What follows belongs to an exercise in optimizing a design on an open flow for a short achievable clock period and few clock cycles; a production flow would make more cautious choices. Only simulation tests tie the RTL to the original design; equivalence was not proved. No activity file was given, so power comes from the tool's default toggle rates.

==> trial 44: inputs <==
## cache_controller
module cache_controller (
	input logic clk,
	input logic reset,
	input logic procreq_val,
	input logic procreq_we,
	input logic procreq_domain,
	input cache_pkg::addr_u procreq_addr,
	input cache_pkg::word_t procreq_wdata,
	output logic procreq_rdy,
	output logic procresp_val,
	output cache_pkg::word_t procresp_data,
	input logic procresp_rdy,
	output logic memreq_val,
	output logic memreq_we,
	output cache_pkg::addr_u memreq_addr,
	output cache_pkg::word_t memreq_wdata,
	input logic memreq_rdy,
	input logic memresp_val,
	input cache_pkg::line_t memresp_line
);
clock: 5.5 ns
lec_check: 0
abc_clock_period_in_ps: 2300
cap_margin: 20
core_margin: 2
core_utilization: 40
setup_slack_margin: 3.1
slew_margin: 20
standard.sh (not shown) runs the stock make flow with config.mk's settings and CLKGATE_MAP_FILE= SYNTH_SCRIPT=/design/flow/synth_recipe.tcl, a recipe that flattens the netlist after the stock synthesis.
==> flow/flow/run.sh <==
#!/bin/bash
# The standard layout, with one change after placement: each flip-flop that drives only an output
# port is moved, with the port's buffer, next to the port's pin (then legalized), so the
# clock-to-output path has no long wire. Each tool's output goes to a log file here.
set -euo pipefail
W=$(pwd)
R=$W/orfs/results/${FLOW_PLATFORM}/cache_controller/base
bash standard.sh place > std_place.log 2>&1
MV_IN=$R/3_place.odb MV_OUT=$R/3_place_moved.odb openroad -no_init -exit flow/move_out.tcl > move_out.log 2>&1
cp $R/3_place_moved.odb $R/3_place.odb
bash standard.sh finish > std_finish.log 2>&1
test -f out/final.def
==> flow/flow/move_out.tcl <==
# Move each flip-flop that drives only an output port, and the port buffer, next to the port pin,
# then legalize. Reads and writes the ODB named by env MV_IN / MV_OUT.
read_db $::env(MV_IN)
set block [ord::get_db_block]
set core [$block getCoreArea]
set cx0 [$core xMin]; set cy0 [$core yMin]; set cx1 [$core xMax]; set cy1 [$core yMax]
set moved 0
foreach bt [$block getBTerms] {
  if {[$bt getIoType] != "OUTPUT"} continue
  set net [$bt getNet]
  set buf ""
  foreach it [$net getITerms] { if {[$it isOutputSignal]} { set buf [$it getInst] } }
  if {$buf == ""} continue
  set ff ""
  foreach it [$buf getITerms] {
    if {[$it isInputSignal]} {
      set n2 [$it getNet]
      if {$n2 == "NULL"} continue
      foreach it2 [$n2 getITerms] { if {[$it2 isOutputSignal]} { set ff [$it2 getInst] } }
    }
  }
  if {$ff == ""} continue
  # only flip-flops whose output drives nothing but the port buffer
  set qn ""
  foreach it [$ff getITerms] { if {[$it isOutputSignal]} { set qn [$it getNet] } }
  if {$qn == "" || [llength [$qn getITerms]] != 2} continue
  if {![string match "*dfxtp*" [[$ff getMaster] getName]] && ![string match "*dfrtp*" [[$ff getMaster] getName]]} continue
  set bb [$bt getBBox]
  set px [expr {([$bb xMin] + [$bb xMax]) / 2}]
  set py [expr {([$bb yMin] + [$bb yMax]) / 2}]
  # target point just inside the core
  set tx [expr {max($cx0 + 2000, min($cx1 - 12000, $px))}]
  set ty [expr {max($cy0 + 2000, min($cy1 - 6000, $py))}]
  $buf setLocation $tx $ty
  $ff setLocation $tx $ty
  incr moved
}
puts "moved $moved output flops"
detailed_placement
check_placement -verbose
write_db $::env(MV_OUT)
==> trial 13 (differences from trial 44) <==
--- a/flow/design.v
+++ b/flow/design.v
@@ -60,11 +60,11 @@
 	logic s2_v, s2_mpush;
 	logic s2_uselb, s2_fill, s2_rdhit, s2_wupd, s2_we;
 	logic [31:0] s2_addr, s2_wdata;
 	logic s0_v, s0_we, s0_dom;
 	logic [31:0] s0_addr, s0_wdata;
-	logic s0_is0, s0_is4, s0_lt_b, s0_lt_w;
+	logic s0_is0, s0_is4;
 	logic s0_same_y, s0_heq_y, s0_same_z, s0_heq_z;
 	logic [NL-1:0] s0_dec, s0_match;
 	logic [31:0] boundary;
 	logic [NL-1:0] vld;
 	logic [NL-1:0][23:0] tags;
@@ -82,25 +82,23 @@
 		s0_dom <= procreq_domain;
 		s0_addr <= procreq_addr;
 		s0_wdata <= procreq_wdata;
 		s0_is0 <= (procreq_addr == 32'h0);
 		s0_is4 <= (procreq_addr == 32'h4);
-		s0_lt_b <= (procreq_addr < boundary);
-		s0_lt_w <= (procreq_addr < s0_wdata);
 		s0_dec <= in_dec;
 		s0_match <= in_match;
 		s0_same_y <= (procreq_addr[7:4] == s0_addr[7:4]);
 		s0_heq_y <= (procreq_addr[31:8] == s0_addr[31:8]);
 		s0_same_z <= (procreq_addr[7:4] == s2_addr[7:4]);
 		s0_heq_z <= (procreq_addr[31:8] == s2_addr[31:8]);
 	end
-	logic s1_setb, s1_fill, s3_fill;
+	logic s1_fill, s3_fill;
 	logic [NL-1:0] s2_tw;
 	logic lt, cached, tag_hit, hit;
 	logic [3:0] s_idx;
 	assign s_idx = s0_addr[7:4];
-	assign lt = s1_setb ? s0_lt_w : s0_lt_b;
+	assign lt = (s0_addr < boundary);
 	assign cached = !s0_is0 && !s0_is4 && lt;
 	assign tag_hit = (s1_fill && s0_same_y) ? s0_heq_y
 		: (s3_fill && s0_same_z) ? s0_heq_z : |(s0_match & s0_dec);
 	assign hit = cached && tag_hit;
 	logic op_uselb, op_fill, op_rdhit, op_wupd, op_mem;
@@ -111,20 +109,18 @@
 	assign op_mem = !s0_is4 && !(!s0_we && hit);
 	always_ff @(posedge clk) begin
 		if (reset) begin
 			boundary <= 32'h0000_c000;
 			vld <= '0;
-			s1_setb <= 1'b0;
 			s1_fill <= 1'b0;
 			s3_fill <= 1'b0;
 			s2_tw <= '0;
 		end else begin
 			if (s0_v && s0_is4 && s0_dom) boundary <= s0_wdata;
 			for (int l = 0; l < NL; l++) begin
 				if (s2_tw[l]) vld[l] <= 1'b1;
 			end
-			s1_setb <= s0_v && s0_is4 && s0_dom;
 			s1_fill <= s0_v && op_fill;
 			s3_fill <= s1_fill;
 			s2_tw <= s0_dec & {NL{s0_v && op_fill}};
 		end
 	end
@@ -219,15 +215,14 @@
 		end
 	end
 	logic b0_v, b0_uselb, b0_fill, b0_rdhit;
 	logic [1:0] b0_word;
 	logic [31:0] b0_wdata;
-	logic [NL-1:0] b0_rsel;          
+	logic [NL-1:0][3:0] b0_rsel;     
 	logic [NL-1:0][3:0] b0_wmask;    
-	logic b2_v, b2_rd;
-	logic [1:0] b2_word;
-	logic [127:0] b2_line;
+	logic b2_v;
+	logic [3:0][31:0] b2_part;
 	logic [2:0] rq_cnt;
 	logic exec;
 	logic lb_ne, oq_ne, rq_room;
 	logic [1:0] lb_cnt_nx;
 	logic [QW:0] oq_cnt_nx;
@@ -263,11 +258,13 @@
 			b0_fill <= oh_fill;
 			b0_rdhit <= oh_rdhit;
 			b0_word <= oh_word;
 			b0_wdata <= oh_wdata;
 			for (int l = 0; l < NL; l++) begin
-				b0_rsel[l] <= (oh_idx == l);
+				for (int w = 0; w < 4; w++) begin
+					b0_rsel[l][w] <= (oh_idx == l) && (oh_word == w) && oh_rdhit;
+				end
 				for (int w = 0; w < 4; w++) begin
 					b0_wmask[l][w] <= (oh_idx == l) && (oh_fill || (oh_wupd && oh_word == w));
 				end
 			end
 		end
@@ -280,39 +277,44 @@
 					data[l][32*w +: 32] <= b0_fill ? lb_head[32*w +: 32] : b0_wdata;
 				end
 			end
 		end
 	end
-	logic [127:0] rd_line;
+	logic [3:0][31:0] rd_part;
+	logic [31:0] lb_word;
 	always_comb begin
-		rd_line = '0;
-		for (int l = 0; l < NL; l++) begin
-			rd_line = rd_line | (data[l] & {128{b0_rsel[l]}});
+		for (int g = 0; g < 4; g++) begin
+			rd_part[g] = '0;
+			for (int l = 4 * g; l < 4 * g + 4; l++) begin
+				for (int w = 0; w < 4; w++) begin
+					rd_part[g] = rd_part[g] | (data[l][32*w +: 32] & {32{b0_rsel[l][w]}});
+				end
+			end
 		end
+		case (b0_word)
+			2'd0: lb_word = lb_head[31:0];
+			2'd1: lb_word = lb_head[63:32];
+			2'd2: lb_word = lb_head[95:64];
+			default: lb_word = lb_head[127:96];
+		endcase
+		if (!b0_uselb) lb_word = '0;
 	end
 	always_ff @(posedge clk) begin
 		if (reset) begin
 			b2_v <= 1'b0;
 		end else begin
 			b2_v <= exec;
 		end
-		b2_rd <= b0_uselb || b0_rdhit;
-		b2_word <= b0_word;
-		b2_line <= b0_uselb ? lb_head : rd_line;
+		b2_part[0] <= rd_part[0] | lb_word;
+		for (int g = 1; g < 4; g++) b2_part[g] <= rd_part[g];
 	end
 	logic [DR-1:0][31:0] rq;
 	logic [31:0] b2_data;
 	logic rv, rq_pop;
 	logic [2:0] rq_cnt_nx;
 	always_comb begin
-		case (b2_word)
-			2'd0: b2_data = b2_line[31:0];
-			2'd1: b2_data = b2_line[63:32];
-			2'd2: b2_data = b2_line[95:64];
-			default: b2_data = b2_line[127:96];
-		endcase
-		if (!b2_rd) b2_data = 32'h0;
+		b2_data = b2_part[0] | b2_part[1] | b2_part[2] | b2_part[3];
 	end
 	assign procresp_val = rv;
 	logic [31:0] po_data;    
 	logic [DR-1:0] rq_wp, rq_rp, rq_rp1;    
 	logic [31:0] rq_h0, rq_h1;
==> flow/config.mk (replaced) <==
export PLATFORM = sky130hd
export DESIGN_NAME = cache_controller
export DESIGN_NICKNAME = cache_controller
export VERILOG_FILES = /design/flow/design.v
export SDC_FILE = /design/flow/constraint.sdc
export NUM_CORES = 4
export LEC_CHECK = 0
export ABC_CLOCK_PERIOD_IN_PS = 2200
export CAP_MARGIN = 20
export CORE_MARGIN = 2
export CORE_UTILIZATION = 45
export SETUP_SLACK_MARGIN = 3.3
export SLEW_MARGIN = 20
==> summary.txt <==
In trial 44 the sequential cell count is lower than in trial 13, by 41.
Trial 13 completed with no timing, DRC or antenna violations. Trial 44 completed with no timing, DRC or antenna violations.
Between trial 13 and trial 44, the lower sequential share of layout area is in trial 44 (gap 0.069 points).
Clock power: trial 13 is larger than trial 44 (about 3%).
Against trial 44, the wire length of trial 13 is larger by about 5%.
In trial 44 the cell area is smaller than in trial 13, by 0.90%.
Of trial 13 and trial 44, trial 13 has the higher core utilization (gap 6.5 points).
Testbench counts of trial 44, summed over its fixed seeds: cycles 131,065.
Testbench counts of trial 13, summed over its fixed seeds: cycles 131,065.

-- separate check: timing with driven ports --
The results above use ideal ports. As a check the final layouts listed here were re-extracted and re-timed, cells and wires unchanged. Step 1 (the two cells are an assumption about what drives the block):
set clk [get_ports {clk}]
set_driving_cell -lib_cell sky130_fd_sc_hd__clkbuf_16 $clk
set_driving_cell -lib_cell sky130_fd_sc_hd__buf_2 [delete_from_list [all_inputs] $clk]
Step 2 also shifts input and output timing later by t, the mid clock arrival at the registers, as if the neighbouring blocks saw the same clock. a / b / c = no drivers / after step 1 / after step 2; a / b = the first two.
| run | t, ns | setup WS [ns] | clock arrival spread, ns | worst register clock-pin slew, ns | cell pins on the clock port's net |
|---|---|---|---|---|---|
| trial 44 | 1.079 | 2.956 / 2.839 / 2.087 | 0.095 / 0.095 | 0.07 / 0.07 | 1 |
| trial 13 | 1.084 | 2.924 / 2.839 / 2.293 | 0.106 / 0.106 | 0.07 / 0.07 | 1 |
After both steps every run listed still meets setup and hold. The setup slack of trial 44, which loses most, moves by -0.117 ns with the drivers and by -0.869 ns with both steps.
